Source: an optimization exercise on an open RTL-to-GDS flow (aim: small area). Production flows keep margins and buffers that such runs may drop.
Only simulation tests tie the RTL to the original design; equivalence was not proved.
No activity file was given, so power comes from the tool's default toggle rates.

<file path="flow/run.sh">
#!/bin/bash
# Standard ORFS layout with these changes:
# - plain buffers (instead of the delay cell buffer_ports picks by default) on the ports;
# - the slow OR3/OR4 cells (stacked PMOS) are not used, on top of the platform's don't-use list,
#   so the register file's read trees are built from NAND/NOR/AOI cells.
# - clock tree: clkbuf_16 buffers, clusters of up to 16 sinks within 80 um, no dummy loads.
set -euo pipefail
export BUFFER_PORTS_ARGS="-buffer_cell sky130_fd_sc_hd__buf_2"
platform_dont_use="sky130_fd_sc_hd__probe_p_8 sky130_fd_sc_hd__probec_p_8 sky130_fd_sc_hd__lpflow_bleeder_1 sky130_fd_sc_hd__lpflow_clkbufkapwr_1 sky130_fd_sc_hd__lpflow_clkbufkapwr_16 sky130_fd_sc_hd__lpflow_clkbufkapwr_2 sky130_fd_sc_hd__lpflow_clkbufkapwr_4 sky130_fd_sc_hd__lpflow_clkbufkapwr_8 sky130_fd_sc_hd__lpflow_clkinvkapwr_1 sky130_fd_sc_hd__lpflow_clkinvkapwr_16 sky130_fd_sc_hd__lpflow_clkinvkapwr_2 sky130_fd_sc_hd__lpflow_clkinvkapwr_4 sky130_fd_sc_hd__lpflow_clkinvkapwr_8 sky130_fd_sc_hd__lpflow_decapkapwr_12 sky130_fd_sc_hd__lpflow_decapkapwr_3 sky130_fd_sc_hd__lpflow_decapkapwr_4 sky130_fd_sc_hd__lpflow_decapkapwr_6 sky130_fd_sc_hd__lpflow_decapkapwr_8 sky130_fd_sc_hd__lpflow_inputiso0n_1 sky130_fd_sc_hd__lpflow_inputiso0p_1 sky130_fd_sc_hd__lpflow_inputiso1n_1 sky130_fd_sc_hd__lpflow_inputiso1p_1 sky130_fd_sc_hd__lpflow_inputisolatch_1 sky130_fd_sc_hd__lpflow_isobufsrc_1 sky130_fd_sc_hd__lpflow_isobufsrc_16 sky130_fd_sc_hd__lpflow_isobufsrc_2 sky130_fd_sc_hd__lpflow_isobufsrc_4 sky130_fd_sc_hd__lpflow_isobufsrc_8 sky130_fd_sc_hd__lpflow_isobufsrckapwr_16 sky130_fd_sc_hd__lpflow_lsbuf_lh_hl_isowell_tap_1 sky130_fd_sc_hd__lpflow_lsbuf_lh_hl_isowell_tap_2 sky130_fd_sc_hd__lpflow_lsbuf_lh_hl_isowell_tap_4 sky130_fd_sc_hd__lpflow_lsbuf_lh_isowell_4 sky130_fd_sc_hd__lpflow_lsbuf_lh_isowell_tap_1 sky130_fd_sc_hd__lpflow_lsbuf_lh_isowell_tap_2 sky130_fd_sc_hd__lpflow_lsbuf_lh_isowell_tap_4 "
slow_or=" sky130_fd_sc_hd__or4_1 sky130_fd_sc_hd__or4_2 sky130_fd_sc_hd__or4_4 sky130_fd_sc_hd__or4b_1 sky130_fd_sc_hd__or4b_2 sky130_fd_sc_hd__or4b_4 sky130_fd_sc_hd__or4bb_1 sky130_fd_sc_hd__or4bb_2 sky130_fd_sc_hd__or4bb_4 sky130_fd_sc_hd__or3_1 sky130_fd_sc_hd__or3_2 sky130_fd_sc_hd__or3_4 sky130_fd_sc_hd__or3b_1 sky130_fd_sc_hd__or3b_2 sky130_fd_sc_hd__or3b_4"
export CTS_ARGS="-sink_clustering_enable -repair_clock_nets -dont_use_dummy_load -sink_clustering_size 16 -sink_clustering_max_diameter 80 -buf_list sky130_fd_sc_hd__clkbuf_16"
bash standard.sh DONT_USE_CELLS="$platform_dont_use $slow_or" finish > standard_flow.log 2>&1
</file>
<file path="standard.sh">
#!/bin/bash
# synth_recipe.tcl (not shown) runs the flow's synth.tcl, then flattens the netlist and writes it again
# the make line also repeats each setting of config.mk as NAME=value (left out here)
make -C /OpenROAD-flow-scripts/flow DESIGN_CONFIG=/design/flow/config.mk WORK_HOME=/design/flow/orfs CLKGATE_MAP_FILE= SYNTH_SCRIPT=/design/flow/synth_recipe.tcl "${@:-finish}"
</file>
<file path="config.mk">
export PLATFORM = sky130hd
export DESIGN_NAME = id_stage_top
export DESIGN_NICKNAME = id_stage_top
export VERILOG_FILES = /design/flow/design.v
export SDC_FILE = /design/flow/constraint.sdc
export NUM_CORES = 4
export LEC_CHECK = 0
export CAP_MARGIN = 20
export CELL_PAD_IN_SITES_DETAIL_PLACEMENT = 1
export CELL_PAD_IN_SITES_GLOBAL_PLACEMENT = 2
export CORE_MARGIN = 2
export CORE_UTILIZATION = 30
export PLACE_DENSITY = 0.35
export SETUP_SLACK_MARGIN = 0.1
export SLEW_MARGIN = 20
</file>
<file path="constraint.sdc">
create_clock -name core_clock -period 4.0 [get_ports {clk}]
set_input_delay 0.8000 -clock core_clock [delete_from_list [all_inputs] [get_ports {clk}]]
set_output_delay 0.8000 -clock core_clock [all_outputs]
set_load 0.01 [all_outputs]
</file>
<file path="design.v">
package id_pkg;
	typedef struct packed {
		logic [6:0] funct7;
		logic [5-1:0] rs2;
		logic [5-1:0] rs1;
		logic [2:0] funct3;
		logic [5-1:0] rd;
		logic [6:0] opcode;
	} instr_r_t;
	typedef struct packed {
		logic [11:0] imm12;
		logic [5-1:0] rs1;
		logic [2:0] funct3;
		logic [5-1:0] rd;
		logic [6:0] opcode;
	} instr_i_t;
	typedef union packed {
		instr_r_t r;  
		instr_i_t i;  
	} instr_t;
	typedef enum logic [2:0] {
		FMT_R, FMT_I, FMT_S, FMT_B, FMT_U, FMT_J
	} fmt_e;
	typedef enum logic [3:0] {
		ADD, SUB, SLL, SLT, SLTU, XOR, SRL, SRA, OR, AND, LUI, AUIPC
	} alu_op_e;
	typedef enum logic [2:0] {
		BEQ, BNE, BLT, BGE, BLTU, BGEU
	} br_type_e;
	typedef enum logic [1:0] {
		B, HW, W, DW
	} mem_unit_e;
	typedef enum logic [1:0] {
		NONE, RS1, RS1_RS2
	} chk_regs_e;
	typedef struct packed {
		logic en;
		logic [5-1:0] addr;
		logic [64-1:0] data;
	} wb_wr_t;
	typedef struct packed {
		logic [5-1:0] rs1;
		logic [5-1:0] rs2;
		chk_regs_e check;
	} hazard_t;
	typedef struct packed {
		logic valid;  
		fmt_e format;
		alu_op_e alu_op;
		logic alu_src;  
		logic is_branch;
		br_type_e br_type;
		logic mem_rd;
		logic mem_wr;
		logic mem_to_reg;
		mem_unit_e mem_unit;
		logic mem_signed;
		logic rf_wr;
		logic [5-1:0] rf_wr_addr;
		logic word_op;  
	} dec_ctrl_t;
	typedef struct packed {
		dec_ctrl_t ctrl;
		logic [64-1:0] pc;
		logic [64-1:0] rs1_data;
		logic [64-1:0] rs2_data;
		logic [64-1:0] imm;
	} id_out_t;
endpackage
module regfile_2r1w (
	input logic clk,
	input logic rst_n,
	input logic i_rd_en,  
	input logic [5-1:0] i_raddr_a,  
	input logic [5-1:0] i_raddr_b,
	input id_pkg::wb_wr_t i_wb,
	output logic [64-1:0] o_rdata_a,
	output logic [64-1:0] o_rdata_b
);
	logic wq_en;
	logic [5-1:0] wq_addr;
	logic [64-1:0] wq_data;
	always_ff @(posedge clk) begin
		wq_en <= i_wb.en && (i_wb.addr != '0);
		wq_addr <= i_wb.addr;
		wq_data <= i_wb.data;
	end
	logic [64-1:0] regs [1:32-1];  
	logic [32-1:1] sel_a;
	logic [32-1:1] sel_b;
	genvar k;
	generate
		for (k = 1; k < 32; k = k + 1) begin : g_row
			always_ff @(posedge clk) begin
				if (wq_en && (wq_addr == k)) begin
					regs[k] <= wq_data;
				end
			end
			always_ff @(posedge clk or negedge rst_n) begin
				if (!rst_n) begin
					sel_a[k] <= 1'b0;
					sel_b[k] <= 1'b0;
				end else begin
					sel_a[k] <= i_rd_en && (i_raddr_a == k);
					sel_b[k] <= i_rd_en && (i_raddr_b == k);
				end
			end
		end
	endgenerate
	always_comb begin
		o_rdata_a = '0;
		o_rdata_b = '0;
		for (int r = 1; r < 32; r = r + 1) begin
			o_rdata_a = o_rdata_a | ({64{sel_a[r]}} & regs[r]);
			o_rdata_b = o_rdata_b | ({64{sel_b[r]}} & regs[r]);
		end
	end
endmodule
module imm_gen (
	input id_pkg::instr_t i_instr,
	input id_pkg::fmt_e i_format,
	output logic [64-1:0] o_imm
);
	logic sign;  
	assign sign = i_instr.i.imm12[11];
	always_comb begin
		case (i_format)
			id_pkg::FMT_I: begin
				o_imm = {{(64-12){sign}}, i_instr.i.imm12};
			end
			id_pkg::FMT_S: begin
				o_imm = {{(64-12){sign}}, i_instr.i.imm12[11:5], i_instr.i.rd};
			end
			id_pkg::FMT_B: begin
				o_imm = {{(64-13){sign}}, sign,
					i_instr.i.rd[0],  
					i_instr.i.imm12[10:5],
					i_instr.i.rd[4:1],
					1'b0};
			end
			id_pkg::FMT_U: begin
				o_imm = {{(64-32){sign}}, i_instr.i.imm12, i_instr.i.rs1,
					i_instr.i.funct3, 12'b0};
			end
			id_pkg::FMT_J: begin
				o_imm = {{(64-21){sign}}, sign,
					i_instr.i.rs1, i_instr.i.funct3,  
					i_instr.i.imm12[0],  
					i_instr.i.imm12[10:1],
					1'b0};
			end
			default: begin
				o_imm = '0;  
			end
		endcase
	end
endmodule
module instr_decoder (
	input id_pkg::instr_t i_instr,
	output id_pkg::dec_ctrl_t o_ctrl,
	output id_pkg::chk_regs_e o_check
);
	logic [6:0] opcode;
	logic [2:0] funct3;
	logic [6:0] funct7;
	logic word_form;  
	logic shamt_hi_ok;  
	assign opcode = i_instr.r.opcode;
	assign funct3 = i_instr.r.funct3;
	assign funct7 = i_instr.r.funct7;
	assign word_form = (opcode == 7'b0111011) || (opcode == 7'b0011011);
	assign shamt_hi_ok = !(word_form && funct7[0]);
	always_comb begin
		o_ctrl = '0;  
		o_check = id_pkg::NONE;
		case (opcode)
			7'b0110111: begin
				o_ctrl.valid = 1'b1;
				o_ctrl.format = id_pkg::FMT_U;
				o_ctrl.alu_op = id_pkg::LUI;
				o_ctrl.alu_src = 1'b1;
				o_ctrl.rf_wr = 1'b1;
			end
			7'b0010111: begin
				o_ctrl.valid = 1'b1;
				o_ctrl.format = id_pkg::FMT_U;
				o_ctrl.alu_op = id_pkg::AUIPC;
				o_ctrl.alu_src = 1'b1;
				o_ctrl.rf_wr = 1'b1;
			end
			7'b1101111: begin
				o_ctrl.valid = 1'b1;
				o_ctrl.format = id_pkg::FMT_J;
				o_ctrl.alu_op = id_pkg::ADD;  
				o_ctrl.alu_src = 1'b1;
				o_ctrl.is_branch = 1'b1;
				o_ctrl.rf_wr = 1'b1;
			end
			7'b1100111: begin
				o_ctrl.valid = (funct3 == 3'b000);
				o_ctrl.format = id_pkg::FMT_I;
				o_ctrl.alu_op = id_pkg::ADD;
				o_ctrl.alu_src = 1'b1;
				o_ctrl.is_branch = 1'b1;
				o_ctrl.rf_wr = o_ctrl.valid;
				o_check = id_pkg::RS1;
			end
			7'b1100011: begin
				o_ctrl.valid = 1'b1;
				o_ctrl.format = id_pkg::FMT_B;
				o_ctrl.alu_op = id_pkg::SUB;  
				o_ctrl.is_branch = 1'b1;
				o_check = id_pkg::RS1_RS2;
				case (funct3)
					3'b000: o_ctrl.br_type = id_pkg::BEQ;
					3'b001: o_ctrl.br_type = id_pkg::BNE;
					3'b100: o_ctrl.br_type = id_pkg::BLT;
					3'b101: o_ctrl.br_type = id_pkg::BGE;
					3'b110: o_ctrl.br_type = id_pkg::BLTU;
					3'b111: o_ctrl.br_type = id_pkg::BGEU;
					default: o_ctrl.valid = 1'b0;  
				endcase
			end
			7'b0010011, 7'b0011011: begin
				o_ctrl.valid = 1'b1;
				o_ctrl.format = id_pkg::FMT_I;
				o_ctrl.alu_src = 1'b1;
				o_ctrl.word_op = word_form;
				o_check = id_pkg::RS1;
				case (funct3)
					3'b000: begin
						o_ctrl.alu_op = id_pkg::ADD;
					end
					3'b001: begin
						o_ctrl.alu_op = id_pkg::SLL;
						o_ctrl.valid = (funct7[6:1] == '0) && shamt_hi_ok;
					end
					3'b101: begin
						if (funct7[5]) begin
							o_ctrl.alu_op = id_pkg::SRA;
						end else begin
							o_ctrl.alu_op = id_pkg::SRL;
						end
						o_ctrl.valid = !funct7[6] && (funct7[4:1] == '0) && shamt_hi_ok;
					end
					3'b010: begin
						o_ctrl.alu_op = id_pkg::SLT;
						o_ctrl.valid = !word_form;
					end
					3'b011: begin
						o_ctrl.alu_op = id_pkg::SLTU;
						o_ctrl.valid = !word_form;
					end
					3'b100: begin
						o_ctrl.alu_op = id_pkg::XOR;
						o_ctrl.valid = !word_form;
					end
					3'b110: begin
						o_ctrl.alu_op = id_pkg::OR;
						o_ctrl.valid = !word_form;
					end
					default: begin
						o_ctrl.alu_op = id_pkg::AND;
						o_ctrl.valid = !word_form;
					end
				endcase
				o_ctrl.rf_wr = o_ctrl.valid;
			end
			7'b0110011, 7'b0111011: begin
				o_ctrl.valid = 1'b1;
				o_ctrl.format = id_pkg::FMT_R;
				o_ctrl.word_op = word_form;
				o_check = id_pkg::RS1_RS2;
				case (funct3)
					3'b000: begin
						if (funct7 == 7'b0100000) begin
							o_ctrl.alu_op = id_pkg::SUB;
						end else begin
							o_ctrl.alu_op = id_pkg::ADD;
							o_ctrl.valid = (funct7 == 7'b0000000);
						end
					end
					3'b101: begin
						if (funct7 == 7'b0100000) begin
							o_ctrl.alu_op = id_pkg::SRA;
						end else begin
							o_ctrl.alu_op = id_pkg::SRL;
							o_ctrl.valid = (funct7 == 7'b0000000);
						end
					end
					3'b001: begin
						o_ctrl.alu_op = id_pkg::SLL;
						o_ctrl.valid = (funct7 == 7'b0000000);
					end
					3'b010: o_ctrl.alu_op = id_pkg::SLT;
					3'b011: o_ctrl.alu_op = id_pkg::SLTU;
					3'b100: o_ctrl.alu_op = id_pkg::XOR;
					3'b110: o_ctrl.alu_op = id_pkg::OR;
					default: o_ctrl.alu_op = id_pkg::AND;
				endcase
				if (funct3 != 3'b000 && funct3 != 3'b101 && funct3 != 3'b001) begin
					o_ctrl.valid = (funct7 == 7'b0000000) && !word_form;
				end
				o_ctrl.rf_wr = o_ctrl.valid;
			end
			7'b0000011: begin
				o_ctrl.valid = 1'b1;
				o_ctrl.format = id_pkg::FMT_I;
				o_ctrl.alu_op = id_pkg::ADD;  
				o_ctrl.alu_src = 1'b1;
				o_ctrl.mem_signed = 1'b1;
				o_check = id_pkg::RS1;
				case (funct3)
					3'b000: o_ctrl.mem_unit = id_pkg::B;
					3'b001: o_ctrl.mem_unit = id_pkg::HW;
					3'b010: o_ctrl.mem_unit = id_pkg::W;
					3'b011: o_ctrl.mem_unit = id_pkg::DW;
					3'b100: begin
						o_ctrl.mem_unit = id_pkg::B;
						o_ctrl.mem_signed = 1'b0;
					end
					3'b101: begin
						o_ctrl.mem_unit = id_pkg::HW;
						o_ctrl.mem_signed = 1'b0;
					end
					3'b110: begin
						o_ctrl.mem_unit = id_pkg::W;
						o_ctrl.mem_signed = 1'b0;
					end
					default: o_ctrl.valid = 1'b0;  
				endcase
				o_ctrl.mem_rd = o_ctrl.valid;
				o_ctrl.mem_to_reg = o_ctrl.valid;
				o_ctrl.rf_wr = o_ctrl.valid;
			end
			7'b0100011: begin
				o_ctrl.valid = 1'b1;
				o_ctrl.format = id_pkg::FMT_S;
				o_ctrl.alu_op = id_pkg::ADD;
				o_ctrl.alu_src = 1'b1;
				o_check = id_pkg::RS1_RS2;  
				case (funct3)
					3'b000: o_ctrl.mem_unit = id_pkg::B;
					3'b001: o_ctrl.mem_unit = id_pkg::HW;
					3'b010: o_ctrl.mem_unit = id_pkg::W;
					3'b011: o_ctrl.mem_unit = id_pkg::DW;
					default: o_ctrl.valid = 1'b0;
				endcase
				o_ctrl.mem_wr = o_ctrl.valid;
			end
			default: begin
				o_ctrl.valid = 1'b0;
			end
		endcase
		if (o_ctrl.rf_wr) begin
			o_ctrl.rf_wr_addr = i_instr.r.rd;
		end
	end
endmodule
module id_stage (
	input logic clk,
	input logic rst_n,
	input id_pkg::instr_t i_if_instr,
	input logic i_if_valid,
	input logic [64-1:0] i_if_pc,
	input logic i_ex_ready,
	input logic i_ex_branch_taken,
	input logic i_ex_jump_taken,
	input id_pkg::wb_wr_t i_wb,
	output logic o_id_ready,
	output id_pkg::hazard_t o_hazard,
	output id_pkg::id_out_t o_id2ex
);
	logic accept;  
	logic slot_q;  
	logic opc_lo_q;  
	logic [31:2] instr_q;
	logic [64-1:0] pc_q;
	id_pkg::instr_t instr_d;
	logic [64-1:0] rs1_data;
	logic [64-1:0] rs2_data;
	logic [64-1:0] imm;
	id_pkg::dec_ctrl_t ctrl;
	id_pkg::dec_ctrl_t ctrl_in;
	id_pkg::chk_regs_e check;
	id_pkg::chk_regs_e check_q;
	assign accept = i_if_valid && i_ex_ready && !i_ex_branch_taken && !i_ex_jump_taken;
	always_ff @(posedge clk or negedge rst_n) begin
		if (!rst_n) begin
			slot_q <= 1'b0;
		end else begin
			slot_q <= accept;
		end
	end
	always_ff @(posedge clk) begin
		instr_q <= i_if_instr[31:2];
		opc_lo_q <= (i_if_instr[1:0] == 2'b11);
		pc_q <= i_if_pc;
	end
	assign instr_d = {instr_q, opc_lo_q && slot_q, opc_lo_q && slot_q};
	regfile_2r1w u_regfile (
		.clk(clk),
		.rst_n(rst_n),
		.i_rd_en(accept),
		.i_raddr_a(i_if_instr.i.rs1),
		.i_raddr_b(i_if_instr.r.rs2),
		.i_wb(i_wb),
		.o_rdata_a(rs1_data),
		.o_rdata_b(rs2_data)
	);
	instr_decoder u_decoder (
		.i_instr(instr_d),
		.o_ctrl(ctrl),
		.o_check(check_q)
	);
	imm_gen u_imm_gen (
		.i_instr(instr_d),
		.i_format(ctrl.format),
		.o_imm(imm)
	);
	instr_decoder u_hazard_decoder (
		.i_instr(i_if_instr),
		.o_ctrl(ctrl_in),
		.o_check(check)
	);
	assign o_id2ex.ctrl = ctrl;
	assign o_id2ex.pc = slot_q ? pc_q : '0;
	assign o_id2ex.rs1_data = rs1_data;
	assign o_id2ex.rs2_data = rs2_data;
	assign o_id2ex.imm = imm;
	assign o_id_ready = i_ex_ready;  
	assign o_hazard.rs1 = i_if_instr.i.rs1;
	assign o_hazard.rs2 = i_if_instr.r.rs2;
	assign o_hazard.check = check;
endmodule
module id_stage_top (
	input logic clk,
	input logic rst_n,
	input logic [32-1:0] i_if_instr,
	input logic i_if_valid,
	input logic [64-1:0] i_if_pc,
	input logic i_ex_ready,
	input logic i_ex_branch_taken,
	input logic i_ex_jump_taken,
	input logic i_wb_en,
	input logic [5-1:0] i_wb_addr,
	input logic [64-1:0] i_wb_data,
	output logic o_id_ready,
	output logic [11:0] o_hazard,
	output logic [281:0] o_id2ex
);
	id_pkg::wb_wr_t wb;
	id_pkg::hazard_t hazard;
	id_pkg::id_out_t id2ex;
	assign wb.en = i_wb_en;
	assign wb.addr = i_wb_addr;
	assign wb.data = i_wb_data;
	id_stage u_id_stage (
		.clk(clk),
		.rst_n(rst_n),
		.i_if_instr(i_if_instr),
		.i_if_valid(i_if_valid),
		.i_if_pc(i_if_pc),
		.i_ex_ready(i_ex_ready),
		.i_ex_branch_taken(i_ex_branch_taken),
		.i_ex_jump_taken(i_ex_jump_taken),
		.i_wb(wb),
		.o_id_ready(o_id_ready),
		.o_hazard(hazard),
		.o_id2ex(id2ex)
	);
	assign o_hazard = hazard;
	assign o_id2ex = id2ex;
endmodule
</file>
==> results of run 1 <==
## synth_stat cells (2+ instances only)
cell,instances,area share
edfxtp_1,1984,0.68
a22oi_1,1529,0.13
nand4_1,384,0.027
clkbuf_1,300,0.013
nor2_1,246,0.011
dfxtp_1,165,0.038
buf_1,151,0.0065
a22o_1,136,0.014
a221oi_1,132,0.013
a222oi_1,128,0.015
and4_1,126,0.013
and2_1,74,0.0053
dfrtp_1,63,0.018
buf_4,45,0.0039
nand2_1,33,0.0014
a21o_1,21,0.0018
nor2b_1,15,0.0011
nand3_1,14,0.00080
nand2b_1,12,0.00086
buf_2,10,0.00057
inv_1,10,0.00043
nor3_1,10,0.00057
and3_1,6,0.00043
a21oi_1,4,0.00023
nand4b_1,3,0.00030
o21ai_0,3,0.00017
o31ai_1,3,0.00026
or2_2,3,0.00021
a31oi_1,2,0.00014
and3b_1,2,0.00020
nor4_1,2,0.00014
nor4b_1,2,0.00020
o21a_1,2,0.00017
## how the worst max path moves through the flow
stage                                                       endpoint  slack, ps  depth (start not counted)
after floorplan           u_id_stage.u_regfile.regs[28][0]$_DFFE_PP_         60                          3
after global placement                                  o_id2ex[191]        670                          6
after detailed placement                                o_id2ex[111]        720                          5
after CTS                                                o_id2ex[99]         60                          4
after global routing                                     o_id2ex[69]        100                          7
final                                                   o_id2ex[185]         30                          6
## logic make-up (layout without fill, tap and decap cells)
| family | count (synthesis) | count (layout) | synth area share |
|---|---|---|---|
| buffers and inverters | 517 | 1426 | 0.0243 |
| xor gates and xnor gates | 2 | 2 | 0.000200 |
| AOI/OAI and AO/OA | 1973 | 1973 | 0.177 |
| and+or+nand+nor | 935 | 935 | 0.0624 |
| other | 0 | 10 | 0 |
| DFF | 2212 | 2212 | 0.736 |
## flip-flops by register name, indices dropped and copies added, names as in the netlist
| register | cells |
|---|---|
| u_id_stage.pc_q | 64 |
| u_id_stage.u_regfile.wq_en | 1 |
| u_id_stage.instr_q | 30 |
| u_id_stage.u_regfile.regs | 1984 |
| u_id_stage.opc_lo_q | 1 |
| u_id_stage.u_regfile.sel_b | 31 |
| u_id_stage.u_regfile.wq_data | 64 |
| u_id_stage.u_regfile.sel_a | 31 |
| u_id_stage.u_regfile.wq_addr | 5 |
| u_id_stage.slot_q | 1 |
## stage by stage
stage / total power, mW / cell area (sq um) / hold slack, ps / setup slack (ps)
floorplan: 26.5 / 87600 / 504 / 60.5
detailed placement: 27.2 / 97800 / 757 / 725
finish: 43.4 / 107000 / 47.7 / 35.0
global route: 44.3 / 107000 / 40.6 / 99.0
CTS: 43.6 / 107000 / 0.601 / 61.5
global placement: 27.2 / 97600 / 756 / 669
## worst max-delay path, stage by stage (launching register included)
cell and delay [ps]:
dfrtp_4 720, buf_12 290, a22oi_1 190, nand4_1 160
nor2_1 170, nand4_1 370, buf_2 290
## power groups by stage
stage / Clock, mW / Combinational (mW) / Sequential (mW)
6_report: 16.5 / 0.906 / 26.0
3_3_place_gp: 0 / 0.752 / 26.5
4_1_cts: 16.7 / 0.890 / 26.0
5_1_grt: 17.4 / 0.935 / 26.0
2_1_floorplan: 0 / 0.256 / 26.3
3_5_place_dp: 0 / 0.754 / 26.5
## layout make-up
type | count | share of cell area
Antenna cell | 10 | 0.000234
Clock buffer | 179 | 0.0419
Inverter | 10 | 0.000351
Multi-Input combinational cell | 2910 | 0.199
Sequential cell | 2212 | 0.605
Tap cell | 3900 | 0.0456
Timing Repair Buffer | 1237 | 0.108
## metal layers
metal / vias to the layer above / share of wire / global-route usage
li1: 25800 / - / -
met1: 38400 / 0.42 / 0.510
met2: 5504 / 0.44 / 0.563
met3: 1129 / 0.094 / 0.0664
met4: 18 / 0.050 / 0.156
met5: - / 0.00023 / 0
## timing repair
action / CTS / global route
pin swaps: 14 / 5
hold buffers: 127 / 0
buffers inserted: 238 / 22
setup endpoints to repair: 169 / 43
resized for setup: 17 / 7
hold endpoints to repair: 127 / 0
==> impl_metrics.env, run 1 <==
export IMPL_status="complete, no violations"
export IMPL_seq_power_share=0.598
export IMPL_port_buffer_count=466
export IMPL_holdPathEnd="u_id_stage.u_regfile.wq_data[46]$_DFF_P_"
export IMPL_fin_crit_ps=3970
export IMPL_start_util=0.301
export IMPL_worst_ir_drop_vdd_mv=0.314
export IMPL_reg2reg_to="u_id_stage.u_regfile.regs[15][19]$_DFFE_PP_"
export IMPL_p_switching_mw=9.71
export IMPL_drv_slew=0
export IMPL_regArea_sq_um=64700
export IMPL_setup_viol=0
export IMPL_swShare=0.224
export IMPL_grt_max_degree=65
export IMPL_clock_fmax_mhz=252
export IMPL_avgSynthCellArea_sq_um=15.5
export IMPL_drtIter0Drc=13500
export IMPL_clk_latency_ps=930
export IMPL_postSynth_asyncResetShare=0.0285
export IMPL_gr_total_overflow=0
export IMPL_yosys_warnings=5
export IMPL_ys_ff_latch=2212
export IMPL_ios=467
export IMPL_viasPerCell=6.77
export IMPL_synth_edf_count=1984
export IMPL_clk_pin_slew_ps=80
export IMPL_vias=70800
export IMPL_mostFrequentLayoutCells="1984 x edfxtp_1, 1521 x a22oi_1, 466 x buf_2"
export IMPL_cts_root_buffer="clkbuf_16"
export IMPL_cts_tree="done"
export IMPL_syn_area_sq_um=87600
export IMPL_whs_path_depth=1
export IMPL_r2r_cells=4
export IMPL_die_w_um=544
export IMPL_path_max_fanout=12
export IMPL_startpoint_type="flip-flop"
export IMPL_holdCritStartpoint="i_wb_data[46]"
export IMPL_dieArea_sq_um=296000
export IMPL_wire_per_inst_um=53.6
export IMPL_nets=6722
export IMPL_cts_buffers=179
export IMPL_fin_tns_setup_ps=0
export IMPL_path_class="flip-flop to output pin"
export IMPL_clk_path_buf_depth=4
export IMPL_synth_seq_area_share=0.736
export IMPL_final_common_cell="edfxtp_1"
export IMPL_ys_types=52
export IMPL_grt_total_usage=0.368
export IMPL_grt_pass1_wl_um=716000
export IMPL_relSlewSlack=0.230
export IMPL_synth_ff_type="edfxtp_1"
export IMPL_hold_viol=0
export IMPL_hold_path_class="primary input to flip-flop"
export IMPL_cts_sinks=2212
export IMPL_nFillCells=29300
export IMPL_internal_power_mw=33.7
export IMPL_worstSetupStartpoint="u_id_stage.u_regfile.sel_a[24]$_DFF_PN0_"
export IMPL_skew_ps=66.5
export IMPL_clockPowerShare=0.381
export IMPL_dpl_cell_count=9881
export IMPL_cp_arrival_ps=3170
export IMPL_fin_util=0.368
export IMPL_finalCritPeriodShare=0.991
export IMPL_r2r_slack_ps=1270
export IMPL_drcViolationCount=0
export IMPL_max_cap_viol_count=0
export IMPL_grt_pass1_vias=68500
export IMPL_drt_total_wl_um=561000
export IMPL_first_pass_iters=9
export IMPL_tightest_slew_ps=1150
export IMPL_fin_cells=10500
export IMPL_final_antenna_net_count=0
export IMPL_power_density_nw_per_um2=406
export IMPL_required_ps=3200
export IMPL_rows=198
export IMPL_core_sq_um=291000
export IMPL_hpwl_um=311000
export IMPL_synth_cells=5639
export IMPL_power_frac_comb=0.021
export IMPL_gp_congestion=0.841
export IMPL_synth_nets=5811
export IMPL_antenna_found_initial=41
export IMPL_htree_levels=4
export IMPL_syn2layout_area_growth_pct=22.2
export IMPL_drive_above_1_share=0.217
export IMPL_crit_reg2reg_launch="u_id_stage.u_regfile.wq_en$_DFF_P_"
export IMPL_cp_end_kind="output pin"
export IMPL_die_h_um=544
export IMPL_rsz0062_at_grt="false"
export IMPL_leakage_nw=34.1
export IMPL_multi_input_area_sq_um=21300
==> inputs of run 2 (changes only) <==
--- a/flow/run.sh
+++ b/flow/run.sh
@@ -5,7 +5,7 @@
 #   so the register file's read trees are built from NAND/NOR/AOI cells.
 # - clock tree: clkbuf_16 buffers, clusters of up to 16 sinks within 80 um, no dummy loads.
 set -euo pipefail
-export BUFFER_PORTS_ARGS="-buffer_cell sky130_fd_sc_hd__buf_2"
+export BUFFER_PORTS_ARGS="-buffer_cell sky130_fd_sc_hd__buf_1"
 platform_dont_use="sky130_fd_sc_hd__probe_p_8 sky130_fd_sc_hd__probec_p_8 sky130_fd_sc_hd__lpflow_bleeder_1 sky130_fd_sc_hd__lpflow_clkbufkapwr_1 sky130_fd_sc_hd__lpflow_clkbufkapwr_16 sky130_fd_sc_hd__lpflow_clkbufkapwr_2 sky130_fd_sc_hd__lpflow_clkbufkapwr_4 sky130_fd_sc_hd__lpflow_clkbufkapwr_8 sky130_fd_sc_hd__lpflow_clkinvkapwr_1 sky130_fd_sc_hd__lpflow_clkinvkapwr_16 sky130_fd_sc_hd__lpflow_clkinvkapwr_2 sky130_fd_sc_hd__lpflow_clkinvkapwr_4 sky130_fd_sc_hd__lpflow_clkinvkapwr_8 sky130_fd_sc_hd__lpflow_decapkapwr_12 sky130_fd_sc_hd__lpflow_decapkapwr_3 sky130_fd_sc_hd__lpflow_decapkapwr_4 sky130_fd_sc_hd__lpflow_decapkapwr_6 sky130_fd_sc_hd__lpflow_decapkapwr_8 sky130_fd_sc_hd__lpflow_inputiso0n_1 sky130_fd_sc_hd__lpflow_inputiso0p_1 sky130_fd_sc_hd__lpflow_inputiso1n_1 sky130_fd_sc_hd__lpflow_inputiso1p_1 sky130_fd_sc_hd__lpflow_inputisolatch_1 sky130_fd_sc_hd__lpflow_isobufsrc_1 sky130_fd_sc_hd__lpflow_isobufsrc_16 sky130_fd_sc_hd__lpflow_isobufsrc_2 sky130_fd_sc_hd__lpflow_isobufsrc_4 sky130_fd_sc_hd__lpflow_isobufsrc_8 sky130_fd_sc_hd__lpflow_isobufsrckapwr_16 sky130_fd_sc_hd__lpflow_lsbuf_lh_hl_isowell_tap_1 sky130_fd_sc_hd__lpflow_lsbuf_lh_hl_isowell_tap_2 sky130_fd_sc_hd__lpflow_lsbuf_lh_hl_isowell_tap_4 sky130_fd_sc_hd__lpflow_lsbuf_lh_isowell_4 sky130_fd_sc_hd__lpflow_lsbuf_lh_isowell_tap_1 sky130_fd_sc_hd__lpflow_lsbuf_lh_isowell_tap_2 sky130_fd_sc_hd__lpflow_lsbuf_lh_isowell_tap_4 "
 slow_or=" sky130_fd_sc_hd__or4_1 sky130_fd_sc_hd__or4_2 sky130_fd_sc_hd__or4_4 sky130_fd_sc_hd__or4b_1 sky130_fd_sc_hd__or4b_2 sky130_fd_sc_hd__or4b_4 sky130_fd_sc_hd__or4bb_1 sky130_fd_sc_hd__or4bb_2 sky130_fd_sc_hd__or4bb_4 sky130_fd_sc_hd__or3_1 sky130_fd_sc_hd__or3_2 sky130_fd_sc_hd__or3_4 sky130_fd_sc_hd__or3b_1 sky130_fd_sc_hd__or3b_2 sky130_fd_sc_hd__or3b_4"
 export CTS_ARGS="-sink_clustering_enable -repair_clock_nets -dont_use_dummy_load -sink_clustering_size 16 -sink_clustering_max_diameter 80 -buf_list sky130_fd_sc_hd__clkbuf_16"
==> config.mk (replaced) <==
export PLATFORM = sky130hd
export DESIGN_NAME = id_stage_top
export DESIGN_NICKNAME = id_stage_top
export VERILOG_FILES = /design/flow/design.v
export SDC_FILE = /design/flow/constraint.sdc
export NUM_CORES = 4
export LEC_CHECK = 0
export CAP_MARGIN = 20
export CELL_PAD_IN_SITES_GLOBAL_PLACEMENT = 1
export CORE_MARGIN = 2
export CORE_UTILIZATION = 35
export PLACE_DENSITY = 0.5
export SETUP_SLACK_MARGIN = 0.1
export SLEW_MARGIN = 20
==> run 2 against run 1 <==
  * Non-clock buffer count is 247 lower
  * Still clean on timing, DRC and antenna
  * Register-to-register slack better by 50 ps
  * Largest cell class unchanged
  * Count of clock-buffer cells in the layout is 15 lower
  * Via count grew 0.57%
==> impl_metrics.env, run 2 <==
export IMPL_wire_per_inst_um=51.5
export IMPL_dieArea_sq_um=254000
export IMPL_gr_total_overflow=0
export IMPL_seq_power_share=0.618
export IMPL_synth_ff_type="edfxtp_1"
export IMPL_start_util=0.352
export IMPL_ys_types=52
export IMPL_synth_cells=5639
export IMPL_final_common_cell="edfxtp_1"
export IMPL_path_class="flip-flop to output pin"
export IMPL_hold_viol=0
export IMPL_gp_congestion=0.901
export IMPL_skew_ps=100
export IMPL_cp_arrival_ps=3180
export IMPL_drv_slew=0
export IMPL_fin_util=0.413
export IMPL_hold_ws_ps=46.3
export IMPL_grt_max_degree=65
export IMPL_syn_area_sq_um=87600
export IMPL_syn2layout_area_growth_pct=17.3
export IMPL_die_w_um=504
export IMPL_cts_root_buffer="clkbuf_16"
export IMPL_drtIter0Drc=17400
export IMPL_worst_path_buf_inv=2
export IMPL_ios=467
export IMPL_clk_latency_ps=890
export IMPL_cts_buffers=164
export IMPL_drt_total_wl_um=497000
export IMPL_hold_path_class="primary input to flip-flop"
export IMPL_required_ps=3200
export IMPL_holdCritStartpoint="i_wb_data[32]"
export IMPL_largest_register_ff_count=1984
export IMPL_nets=6460
export IMPL_grt_pass1_vias=65700
export IMPL_worst_slack_ps=24.3
export IMPL_finalCritPeriodShare=0.994
export IMPL_vias=71200
export IMPL_max_cap_viol_count=0
export IMPL_r2r_slack_ps=1320
export IMPL_clk_pin_slew_ps=80
export IMPL_yosys_warnings=5
export IMPL_rsz0062_at_grt="true"
export IMPL_path_max_fanout=19
export IMPL_internal_power_mw=32.9
export IMPL_relSlewSlack=0.232
export IMPL_fin_crit_ps=3980
export IMPL_die_h_um=504
export IMPL_cts_sinks=2212
export IMPL_ys_ff_latch=2212
export IMPL_path_delay_family="flip-flops"
export IMPL_drcViolationCount=0
export IMPL_reg2reg_to="u_id_stage.u_regfile.regs[2][46]$_DFFE_PP_"
export IMPL_synth_seq_area_share=0.736
export IMPL_drive_above_1_share=0.122
export IMPL_viasPerCell=7.38
export IMPL_power_frac_comb=0.017
export IMPL_clk_path_buf_depth=3
export IMPL_fin_tns_setup_ps=0
export IMPL_pre_cts_ws_ps=764
export IMPL_whs_path_depth=1
export IMPL_cp_end_kind="output pin"
export IMPL_setup_viol=0
export IMPL_port_buffer_count=466
export IMPL_crit_reg2reg_launch="u_id_stage.u_regfile.wq_addr[0]$_DFF_P_"
export IMPL_yosysMostFrequentCell="edfxtp_1"
export IMPL_design_area_sq_um=103000
export IMPL_leakage_nw=30.9
export IMPL_regMostFlops="u_id_stage.u_regfile.regs"
export IMPL_power_density_nw_per_um2=409
export IMPL_startpoint_type="flip-flop"
export IMPL_path_cells="buf_16 > a221oi_1 > nand4_1 > buf_1"
export IMPL_place_area_sq_um=95900
export IMPL_synth_largest_area_cell="edfxtp_1"
export IMPL_avgSynthCellArea_sq_um=15.5
export IMPL_r2r_cells=3
export IMPL_antenna_found_initial=35
export IMPL_core_sq_um=249000
export IMPL_clockPowerShare=0.365
export IMPL_synthTopCellsByArea="edfxtp_1 68%, a22oi_1 13%, dfxtp_1 3.8%, nand4_1 2.7%, dfrtp_1 1.8%"
export IMPL_cts_tree="done"
export IMPL_swShare=0.217
export IMPL_max_stage_delay_ps=780
export IMPL_synth_nets=5811
export IMPL_status="complete, no violations"
export IMPL_postSynth_asyncResetShare=0.0285
export IMPL_htree_levels=4
export IMPL_p_switching_mw=9.13
export IMPL_synth_common_cells="1984 x edfxtp_1, 1529 x a22oi_1, 384 x nand4_1"
export IMPL_reg_top3="u_id_stage.u_regfile.regs x1984, u_id_stage.pc_q x64, u_id_stage.u_regfile.wq_data x64"
export IMPL_synth_edf_count=1984
export IMPL_hpwl_um=265000
export IMPL_cpMaxStageDelayCell="dfrtp_4"
export IMPL_rows=183
export IMPL_holdPathEnd="u_id_stage.u_regfile.wq_data[32]$_DFF_P_"
export IMPL_tightest_slew_ps=1150
export IMPL_first_pass_iters=13
export IMPL_final_antenna_net_count=0
export IMPL_grt_pass1_wl_um=637000
export IMPL_grt_total_usage=0.373
export IMPL_synth_top_area_share=0.680
export IMPL_worst_ir_drop_vdd_mv=0.459
export IMPL_clock_fmax_mhz=252
export IMPL_mostFrequentLayoutCells="1984 x edfxtp_1, 1528 x a22oi_1, 464 x buf_1"
==> run 2: cell count changes in the layout (fill, tap and decap cells not counted), sizes merged <==
cell         change
diode           +26
clkbuf          -14
dlygate4sd3     -81
buf            -167
==> run 2: how the worst max path moves through the flow <==
stage                                                   startpoint                                         end  cells past startpoint
after floorplan            u_id_stage.u_regfile.wq_addr[1]$_DFF_P_  u_id_stage.u_regfile.regs[28][0]$_DFFE_PP_                      3
after detailed placement  u_id_stage.u_regfile.sel_b[15]$_DFF_PN0_                                o_id2ex[122]                      6
final                     u_id_stage.u_regfile.sel_b[23]$_DFF_PN0_                                o_id2ex[119]                      4
after global routing                 u_id_stage.instr_q[3]$_DFF_P_                                o_id2ex[281]                      7
after global placement    u_id_stage.u_regfile.sel_b[15]$_DFF_PN0_                                 o_id2ex[67]                      5
after CTS                 u_id_stage.u_regfile.sel_b[15]$_DFF_PN0_                                o_id2ex[122]                      6
==> run 2: kinds of logic after synthesis <==
| kind of cell | after synthesis | synth area share |
|---|---|---|
| AOI/OAI and AO/OA | 1973 | 0.177 |
| xor gates and xnor gates | 2 | 0.000200 |
| buffers and inverters | 517 | 0.0243 |
| DFF | 2212 | 0.736 |
| and+or+nand+nor | 935 | 0.0624 |
==> run 2: final cells by class <==
class,count,area (sq um)
tap,3330,4170
multi-input combinational,2910,21200
timing repair buffer,990,8370
clock buffer,164,4100
sequential,2212,64700
antenna,36,90.1
inverter,10,37.5
fill,22700,146000
==> run 2: worst reg2reg max path, stage by stage, from the launching register on <==
cell      delay, ps
dfxtp_1         320
nand2b_1        540
nor2_4         1040
buf_12          390
==> run 2: power by group through the flow <==
stage               registers [mW]  clock network [mW]  logic (mW)
finish                        26.0                15.3       0.736
global placement              26.5                   0       0.655
CTS                           26.0                15.4       0.709
global route                  26.0                16.1       0.756
floorplan                     26.3                   0       0.256
detailed placement            26.5                   0       0.656
==> run 2: metrics by stage <==
stage          cells  total power, mW
4_1_cts         9524             42.1
6_report        9652             42.0
5_1_grt         9622             42.9
3_5_place_dp    9262             27.1
2_1_floorplan   5639             26.5
3_3_place_gp    9261             27.1
==> run 2: repair_timing <==
action | CTS | global route
hold endpoints to repair | 46 | 0
endpoints found under the setup margin | 138 | 28
resized for setup | 2 | 5
hold buffers | 46 | 0
cloned | 0 | 0
pin swaps | 0 | 7
setup buffers | 52 | 92
==> run 2: layer usage <==
| metal | vias up | share of wire | track usage |
|---|---|---|---|
| li1 | 25300 | - | - |
| met5 | - | 0.00040 | 0 |
| met3 | 1692 | 0.14 | 0.122 |
| met1 | 36500 | 0.37 | 0.502 |
| met2 | 7789 | 0.42 | 0.534 |
| met4 | 19 | 0.063 | 0.197 |
==> inputs of run 3 (changes only) <==
==> flow/run.sh (replaced) <==
#!/bin/bash
# Standard ORFS layout with these changes:
# - plain buffers (buf_1, instead of the delay cell buffer_ports picks by default) on the ports;
# - the slow OR3/OR4 cells (stacked PMOS) are not used, on top of the platform's don't-use list,
#   so the register file's read trees are built from NAND/NOR/AOI cells.
# - clock tree: clkbuf_16 buffers, clusters of up to 20 sinks within 80 um, no dummy loads.
set -euo pipefail
export BUFFER_PORTS_ARGS="-buffer_cell sky130_fd_sc_hd__buf_1"
platform_dont_use="sky130_fd_sc_hd__probe_p_8 sky130_fd_sc_hd__probec_p_8 sky130_fd_sc_hd__lpflow_bleeder_1 sky130_fd_sc_hd__lpflow_clkbufkapwr_1 sky130_fd_sc_hd__lpflow_clkbufkapwr_16 sky130_fd_sc_hd__lpflow_clkbufkapwr_2 sky130_fd_sc_hd__lpflow_clkbufkapwr_4 sky130_fd_sc_hd__lpflow_clkbufkapwr_8 sky130_fd_sc_hd__lpflow_clkinvkapwr_1 sky130_fd_sc_hd__lpflow_clkinvkapwr_16 sky130_fd_sc_hd__lpflow_clkinvkapwr_2 sky130_fd_sc_hd__lpflow_clkinvkapwr_4 sky130_fd_sc_hd__lpflow_clkinvkapwr_8 sky130_fd_sc_hd__lpflow_decapkapwr_12 sky130_fd_sc_hd__lpflow_decapkapwr_3 sky130_fd_sc_hd__lpflow_decapkapwr_4 sky130_fd_sc_hd__lpflow_decapkapwr_6 sky130_fd_sc_hd__lpflow_decapkapwr_8 sky130_fd_sc_hd__lpflow_inputiso0n_1 sky130_fd_sc_hd__lpflow_inputiso0p_1 sky130_fd_sc_hd__lpflow_inputiso1n_1 sky130_fd_sc_hd__lpflow_inputiso1p_1 sky130_fd_sc_hd__lpflow_inputisolatch_1 sky130_fd_sc_hd__lpflow_isobufsrc_1 sky130_fd_sc_hd__lpflow_isobufsrc_16 sky130_fd_sc_hd__lpflow_isobufsrc_2 sky130_fd_sc_hd__lpflow_isobufsrc_4 sky130_fd_sc_hd__lpflow_isobufsrc_8 sky130_fd_sc_hd__lpflow_isobufsrckapwr_16 sky130_fd_sc_hd__lpflow_lsbuf_lh_hl_isowell_tap_1 sky130_fd_sc_hd__lpflow_lsbuf_lh_hl_isowell_tap_2 sky130_fd_sc_hd__lpflow_lsbuf_lh_hl_isowell_tap_4 sky130_fd_sc_hd__lpflow_lsbuf_lh_isowell_4 sky130_fd_sc_hd__lpflow_lsbuf_lh_isowell_tap_1 sky130_fd_sc_hd__lpflow_lsbuf_lh_isowell_tap_2 sky130_fd_sc_hd__lpflow_lsbuf_lh_isowell_tap_4 "
slow_or=" sky130_fd_sc_hd__or4_1 sky130_fd_sc_hd__or4_2 sky130_fd_sc_hd__or4_4 sky130_fd_sc_hd__or4b_1 sky130_fd_sc_hd__or4b_2 sky130_fd_sc_hd__or4b_4 sky130_fd_sc_hd__or4bb_1 sky130_fd_sc_hd__or4bb_2 sky130_fd_sc_hd__or4bb_4 sky130_fd_sc_hd__or3_1 sky130_fd_sc_hd__or3_2 sky130_fd_sc_hd__or3_4 sky130_fd_sc_hd__or3b_1 sky130_fd_sc_hd__or3b_2 sky130_fd_sc_hd__or3b_4"
export CTS_ARGS="-sink_clustering_enable -repair_clock_nets -dont_use_dummy_load -sink_clustering_size 20 -sink_clustering_max_diameter 80 -buf_list sky130_fd_sc_hd__clkbuf_16"
bash standard.sh DONT_USE_CELLS="$platform_dont_use $slow_or" finish > standard_flow.log 2>&1
--- a/config.mk
+++ b/config.mk
@@ -9,6 +9,6 @@
 export CELL_PAD_IN_SITES_GLOBAL_PLACEMENT = 1
 export CORE_MARGIN = 2
 export CORE_UTILIZATION = 35
-export PLACE_DENSITY = 0.5
+export PLACE_DENSITY = 0.55
 export SETUP_SLACK_MARGIN = 0.1
 export SLEW_MARGIN = 20
==> run 3 against run 2 <==
  * Count of clock-buffer cells in the layout shrank 21
  * Register-to-register slack lost 120 ps
  * Global-route usage grew 0.23 points
  * Worst setup slack lost 0.56 ps
  * Routed wire length shrank 0.24%
  * Sequential power is essentially flat
  * Power shrank 2.7%
  * Via count grew 1.3%
  * Non-clock buffer count grew 10
  * Hold slack lost 9.2 ps
  * Synthesized cell count is the same
  * Critical endpoint is now o_id2ex[106]
  * Largest cell class unchanged
==> impl_metrics.env, run 3 <==
export IMPL_status="complete, no violations"
export IMPL_start_util=0.352
export IMPL_port_buffer_count=466
export IMPL_worst_ir_drop_vdd_mv=0.501
export IMPL_syn_area_sq_um=87600
export IMPL_drtIter0Drc=18700
export IMPL_htree_levels=4
export IMPL_synth_edf_count=1984
export IMPL_wire_per_inst_um=51.5
export IMPL_path_max_fanout=17
export IMPL_rsz0062_at_grt="true"
export IMPL_design_area_sq_um=102000
export IMPL_path_class="flip-flop to output pin"
export IMPL_regMostFlops="u_id_stage.u_regfile.regs"
export IMPL_ios=467
export IMPL_yosys_warnings=5
export IMPL_dieArea_sq_um=254000
export IMPL_grt_pass1_wl_um=642000
export IMPL_clk_pin_slew_ps=80
export IMPL_vias=72200
export IMPL_gp_congestion=0.925
export IMPL_fin_tns_setup_ps=0
export IMPL_mostFrequentLayoutCells="1984 x edfxtp_1, 1528 x a22oi_1, 463 x buf_1"
export IMPL_final_common_cell="edfxtp_1"
export IMPL_power_density_nw_per_um2=400
export IMPL_synthTopCellsByArea="edfxtp_1 68%, a22oi_1 13%, dfxtp_1 3.8%, nand4_1 2.7%, dfrtp_1 1.8%"
export IMPL_fin_crit_ps=3980
export IMPL_path_cells="buf_4 > a22oi_1 > nand4_1 > nor2_1 > nand4_1 > buf_1"
export IMPL_path_delay_family="flip-flops"
export IMPL_yosysMostFrequentCell="edfxtp_1"
export IMPL_reg_top3="u_id_stage.u_regfile.regs x1984, u_id_stage.pc_q x64, u_id_stage.u_regfile.wq_data x64"
export IMPL_skew_ps=124
export IMPL_setup_viol=0
export IMPL_synth_nets=5811
export IMPL_drive_above_1_share=0.124
export IMPL_grt_max_degree=65
export IMPL_synth_cells=5639
export IMPL_dpl_cell_count=9247
export IMPL_cts_buffers=143
export IMPL_largest_register_ff_count=1984
export IMPL_grt_total_usage=0.375
export IMPL_cpMaxStageDelayCell="dfrtp_4"
export IMPL_synth_common_cells="1984 x edfxtp_1, 1529 x a22oi_1, 384 x nand4_1"
export IMPL_hpwl_um=260000
export IMPL_drcViolationCount=0
export IMPL_cts_root_buffer="clkbuf_16"
export IMPL_hold_viol=0
export IMPL_drv_slew=0
export IMPL_ys_types=52
export IMPL_synth_largest_area_cell="edfxtp_1"
export IMPL_rows=183
export IMPL_syn2layout_area_growth_pct=16.8
export IMPL_nets=6449
export IMPL_cpMostUsedCell="nand4_1"
export IMPL_viasPerCell=7.49
export IMPL_drt_total_wl_um=496000
export IMPL_core_sq_um=249000
export IMPL_gr_total_overflow=0
export IMPL_postSynth_asyncResetShare=0.0285
export IMPL_worst_path_buf_inv=2
export IMPL_grt_pass1_vias=66600
export IMPL_antenna_found_initial=40
export IMPL_pre_cts_ws_ps=774
export IMPL_cp_end_kind="output pin"
export IMPL_clk_latency_ps=880
export IMPL_synth_ff_type="edfxtp_1"
export IMPL_place_area_sq_um=95500
export IMPL_cts_tree="done"
export IMPL_nFillCells=22600
export IMPL_fin_cells=9630
export IMPL_synth_top_area_share=0.680
export IMPL_clk_path_buf_depth=3
export IMPL_max_stage_delay_ps=770
export IMPL_finalCritPeriodShare=0.994
export IMPL_relSlewSlack=0.184
export IMPL_hold_ws_ps=37.1
export IMPL_startpoint_type="flip-flop"
export IMPL_cp_arrival_ps=3180
export IMPL_clock_fmax_mhz=251
export IMPL_die_h_um=504
export IMPL_required_ps=3200
export IMPL_die_w_um=504
export IMPL_tightest_slew_ps=1220
export IMPL_final_antenna_net_count=0
export IMPL_leakage_nw=30.7
export IMPL_max_cap_viol_count=0
export IMPL_ys_ff_latch=2212
export IMPL_hold_path_class="primary input to flip-flop"
export IMPL_cts_sinks=2212
export IMPL_synth_seq_area_share=0.736
export IMPL_first_pass_iters=10
export IMPL_avgSynthCellArea_sq_um=15.5
export IMPL_worst_slack_ps=23.7
run 3: layout make-up:
| cell class | count | area (sq um) | area share |
|---|---|---|---|
| multi-input combinational | 2910 | 21200 | 0.208 |
| timing repair buffer | 1000 | 8460 | 0.0827 |
| sequential | 2212 | 64700 | 0.633 |
| inverter | 10 | 37.5 | 0.000367 |
| antenna | 25 | 62.6 | 0.000612 |
| tap | 3330 | 4170 | 0.0408 |
| clock buffer | 143 | 3580 | 0.0350 |
run 3: cells by family after synthesis:
kind of cell / synth area share
xor gates and xnor gates: 0.000200
buffers and inverters: 0.0243
DFF: 0.736
AOI/OAI and AO/OA: 0.177
and+or+nand+nor: 0.0624
run 3: metrics by stage:
stage	total power, mW	utilization
2_1_floorplan	26.5	-
3_3_place_gp	27.2	0.384
3_5_place_dp	27.2	0.384
4_1_cts	40.8	0.407
5_1_grt	41.7	0.411
6_report	40.9	0.411
run 3: power breakdown:
| part | leakage, nW | switching (mW) | internal, mW | total [mW] |
|---|---|---|---|---|
| combinational | 8.94 | 0.555 | 0.197 | 0.752 |
| sequential | 20.0 | 0.491 | 25.5 | 26.0 |
| clock | 1.76 | 7.83 | 6.34 | 14.2 |
| total | 30.7 | 8.87 | 32.0 | 40.9 |
run 3: worst paths after layout:
kind                                                           from                                           to  slack [ps]  cells after the start
min in group asynchronous                                     rst_n     u_id_stage.u_regfile.sel_a[21]$_DFF_PN0_         560                      2
max in group asynchronous                                     rst_n      u_id_stage.u_regfile.sel_a[5]$_DFF_PN0_        2700                      3
max reg2reg                      u_id_stage.u_regfile.wq_en$_DFF_P_  u_id_stage.u_regfile.regs[11][46]$_DFFE_PP_        1200                      4
min                                                   i_wb_data[56]     u_id_stage.u_regfile.wq_data[56]$_DFF_P_          40                      1
min reg2reg                u_id_stage.u_regfile.wq_data[43]$_DFF_P_  u_id_stage.u_regfile.regs[18][43]$_DFFE_PP_         560                      0
max                        u_id_stage.u_regfile.sel_b[27]$_DFF_PN0_                                 o_id2ex[106]          20                      6
run 3: what timing repair did:
action	in CTS	in global routing
pin swaps	8	6
gates resized for setup	3	10
hold buffers	23	0
setup buffers	118	73
hold endpoints to repair	24	0
endpoints found under the setup margin	129	26
run 3: layer usage:
layer | wire, um | track usage | up-vias
met3 | 78000 | 0.127 | 2004
met2 | 207000 | 0.540 | 8556
met1 | 174000 | 0.486 | 36300
met4 | 37400 | 0.231 | 30
met5 | 333 | 0 | -
li1 | - | - | 25200
==> inputs of run 4 (changes only) <==
--- a/config.mk
+++ b/config.mk
@@ -10,5 +10,5 @@
 export CORE_MARGIN = 2
 export CORE_UTILIZATION = 35
 export PLACE_DENSITY = 0.55
-export SETUP_SLACK_MARGIN = 0.1
+export SETUP_SLACK_MARGIN = 0.06
 export SLEW_MARGIN = 20
==> run 4 against run 3 <==
  * The layout now fails its checks (setup timing)
  * Clock skew grew 4.8 ps
  * Sequential share of layout area is 0.67 points higher
  * Critical path type unchanged
  * Non-clock buffer count fell by 82
  * Register-to-register slack about the same
  * Critical path depth down 1
  * Clock power is essentially flat
  * Largest power group unchanged
  * Sequential power is essentially flat
  * Worst setup slack lost 67 ps
  * Global-route usage fell by 0.41 points
==> impl_metrics.env, run 4 <==
export IMPL_setup_viol=3
export IMPL_nFillCells=22700
export IMPL_ios=467
export IMPL_place_area_sq_um=95500
export IMPL_drtIter0Drc=18800
export IMPL_power_mw=40.9
export IMPL_drt_total_wl_um=491000
export IMPL_fin_crit_ps=4040
export IMPL_wire_per_inst_um=51.4
export IMPL_yosysMostFrequentCell="edfxtp_1"
export IMPL_final_antenna_net_count=0
export IMPL_final_common_cell="edfxtp_1"
export IMPL_finalCritPeriodShare=1.01
export IMPL_clock_fmax_mhz=247
export IMPL_clk_path_buf_depth=3
export IMPL_wl_met2_um=204000
export IMPL_m1WireLength_um=175000
export IMPL_grt_pass1_wl_um=637000
export IMPL_path_class="flip-flop to output pin"
export IMPL_drv_slew=0
export IMPL_vias=71900
export IMPL_mostFrequentLayoutCells="1984 x edfxtp_1, 1529 x a22oi_1, 464 x buf_1"
export IMPL_multi_input_area_sq_um=21200
export IMPL_rsz0062_at_grt="false"
export IMPL_grt_pass1_vias=66400
export IMPL_startpoint_type="flip-flop"
export IMPL_reg_top3="u_id_stage.u_regfile.regs x1984, u_id_stage.pc_q x64, u_id_stage.u_regfile.wq_data x64"
export IMPL_clk_latency_ps=880
export IMPL_port_buffer_count=466
export IMPL_viasPerCell=7.52
export IMPL_rows=183
export IMPL_status="failed layout checks"
export IMPL_grt_max_degree=65
export IMPL_dieArea_sq_um=254000
export IMPL_power_density_nw_per_um2=404
export IMPL_skew_ps=128
export IMPL_synth_seq_area_share=0.736
export IMPL_max_cap_viol_count=0
export IMPL_hold_path_class="primary input to flip-flop"
export IMPL_worst_ir_drop_vdd_mv=0.502
export IMPL_worst_slack_ps=-43.1
export IMPL_regMostFlops="u_id_stage.u_regfile.regs"
export IMPL_hpwl_um=260000
export IMPL_ys_types=52
export IMPL_syn_area_sq_um=87600
export IMPL_die_h_um=504
export IMPL_die_w_um=504
export IMPL_drcViolationCount=0
export IMPL_cp_arrival_ps=3240
export IMPL_synth_common_cells="1984 x edfxtp_1, 1529 x a22oi_1, 384 x nand4_1"
export IMPL_regArea_sq_um=64700
export IMPL_design_area_sq_um=101000
export IMPL_start_util=0.352
export IMPL_synth_largest_area_cell="edfxtp_1"
export IMPL_cts_sinks=2212
export IMPL_drive_above_1_share=0.112
export IMPL_avgSynthCellArea_sq_um=15.5
export IMPL_largest_register_ff_count=1984
export IMPL_clk_pin_slew_ps=80
export IMPL_postSynth_asyncResetShare=0.0285
export IMPL_synth_edf_count=1984
export IMPL_hold_viol=0
export IMPL_synth_cells=5639
export IMPL_gp_congestion=0.925
export IMPL_synth_ff_type="edfxtp_1"
export IMPL_nets=6367
export IMPL_pre_cts_ws_ps=774
export IMPL_cp_end_kind="output pin"
export IMPL_relSlewSlack=0.185
export IMPL_yosys_warnings=5
export IMPL_cts_buffers=143
export IMPL_so_faults="setup timing"
export IMPL_synth_nets=5811
export IMPL_ys_ff_latch=2212
export IMPL_tightest_slew_ps=1220
export IMPL_path_max_fanout=18
export IMPL_antenna_found_initial=42
export IMPL_grt_total_usage=0.371
export IMPL_leakage_nw=30.2
export IMPL_synthTopCellsByArea="edfxtp_1 68%, a22oi_1 13%, dfxtp_1 3.8%, nand4_1 2.7%, dfrtp_1 1.8%"
export IMPL_cts_root_buffer="clkbuf_16"
export IMPL_syn2layout_area_growth_pct=15.5
export IMPL_htree_levels=4
export IMPL_cts_tree="done"
export IMPL_first_pass_iters=10
export IMPL_routed_top_layer="met5"
export IMPL_wl_met3_um=74600
export IMPL_synth_top_area_share=0.680
export IMPL_core_sq_um=249000
export IMPL_required_ps=3200
export IMPL_gr_total_overflow=0
==> run 4: path summary, 6_finish.rpt <==
check	startpoint	endpoint	slack, ps	cells past startpoint
setup / recovery	u_id_stage.u_regfile.sel_b[7]$_DFF_PN0_	o_id2ex[89]	-40	5
hold / removal	i_wb_data[56]	u_id_stage.u_regfile.wq_data[56]$_DFF_P_	40	1
setup reg to reg	u_id_stage.u_regfile.wq_en$_DFF_P_	u_id_stage.u_regfile.regs[11][46]$_DFFE_PP_	1200	4
hold reg to reg	u_id_stage.u_regfile.wq_data[43]$_DFF_P_	u_id_stage.u_regfile.regs[18][43]$_DFFE_PP_	560	0
max in group asynchronous	rst_n	u_id_stage.u_regfile.sel_a[5]$_DFF_PN0_	2710	3
min in group asynchronous	rst_n	u_id_stage.u_regfile.sel_a[12]$_DFF_PN0_	570	2
==> run 4: through the flow <==
step	hold WS (ps)	std cells	util	setup TNS (ps)
after floorplan	504	5639	-	0
after global routing	35.6	9527	0.407	0
after detailed placement	803	9247	0.384	0
final	42.1	9558	0.407	-96.2
after CTS	1.77	9493	0.405	0
after global placement	885	9247	0.384	0
==> run 4: cells by family (layout without fill, tap and decap cells) <==
kind of cell / count (synthesis) / count (layout) / share of synthesized area
AO/OA/AOI/OAI: 1973 / 1973 / 0.177
XOR/XNOR: 2 / 2 / 0.000200
buffers and inverters: 517 / 1071 / 0.0243
flip-flops: 2212 / 2212 / 0.736
other: 0 / 35 / 0
AND/OR/NAND/NOR: 935 / 935 / 0.0624
==> run 4: cell type report <==
type	instances	area share
well taps	3330	0.0412
clock buffers	143	0.0354
repair buffers	918	0.0729
diodes	35	0.000866
inverters	10	0.000371
flip-flops and latches	2212	0.640
multi-input cells	2910	0.210
==> run 4: critical path, cell delays in order, from the launching register on <==
cell     delay (ps)
dfrtp_4         920
buf_4           500
a22oi_1         150
and4_1          230
nand4_1         370
buf_1           210
==> run 4: what timing repair did <==
action                                 in CTS  in global routing
gates resized for setup                     0                  5
hold buffers                               23                  0
endpoints found under the hold margin      24                  0
pin swaps                                   4                  4
buffers inserted                           80                 29
setup endpoints to repair                  84                 47
==> run 4: layer usage <==
layer  vias to the layer above  global-route usage
met2                      8531               0.536
met4                        22               0.233
met1                     36300               0.485
li1                      25100                   -
met3                      1976               0.114
met5                         -                   0
==> run 4: power breakdown <==
| group | total, mW | leakage (nW) | internal (mW) | switching (mW) |
|---|---|---|---|---|
| registers | 26.0 | 20.0 | 25.5 | 0.497 |
| clock network | 14.2 | 1.76 | 6.34 | 7.82 |
| logic | 0.737 | 8.38 | 0.193 | 0.544 |

-- what the ideal ports hide --
The results above use ideal ports. As a check the final layouts listed here were re-extracted and re-timed, cells and wires unchanged.
Step 1: set_driving_cell puts a clkbuf_16 on clk and a buf_2 on each other input, an assumption about the parent block.
Step 2 adds t to the input delays and takes it off the output delays; t is the mean of the earliest and latest rising clock arrival at the registers after step 1. Input paths then give back, and output paths get back, about the clock's delay inside the block.
a / b / c = no drivers / after step 1 / after step 2; a / b = the first two.
run | shift t [ns] | setup WS [ns] | worst hold slack (ns) | worst setup path after step 2 | clock arrival spread, ns | slew at the worst register clock pin (ns)
run 1 | 0.988 | 0.035 / -0.062 / 0.926 | 0.048 / -0.024 / 0.644 | register to output | 0.080 / 0.081 | 0.08 / 0.08
run 2 | 0.940 | 0.024 / -0.087 / 0.854 | 0.046 / -0.043 / 0.727 | register to output | 0.121 / 0.121 | 0.08 / 0.08
run 3 | 0.922 | 0.024 / -0.079 / 0.843 | 0.037 / -0.044 / 0.562 | register to output | 0.128 / 0.128 | 0.09 / 0.09
run 4 | 0.917 | -0.043 / -0.145 / 0.773 | 0.042 / -0.038 / 0.560 | register to output | 0.131 / 0.131 | 0.10 / 0.10
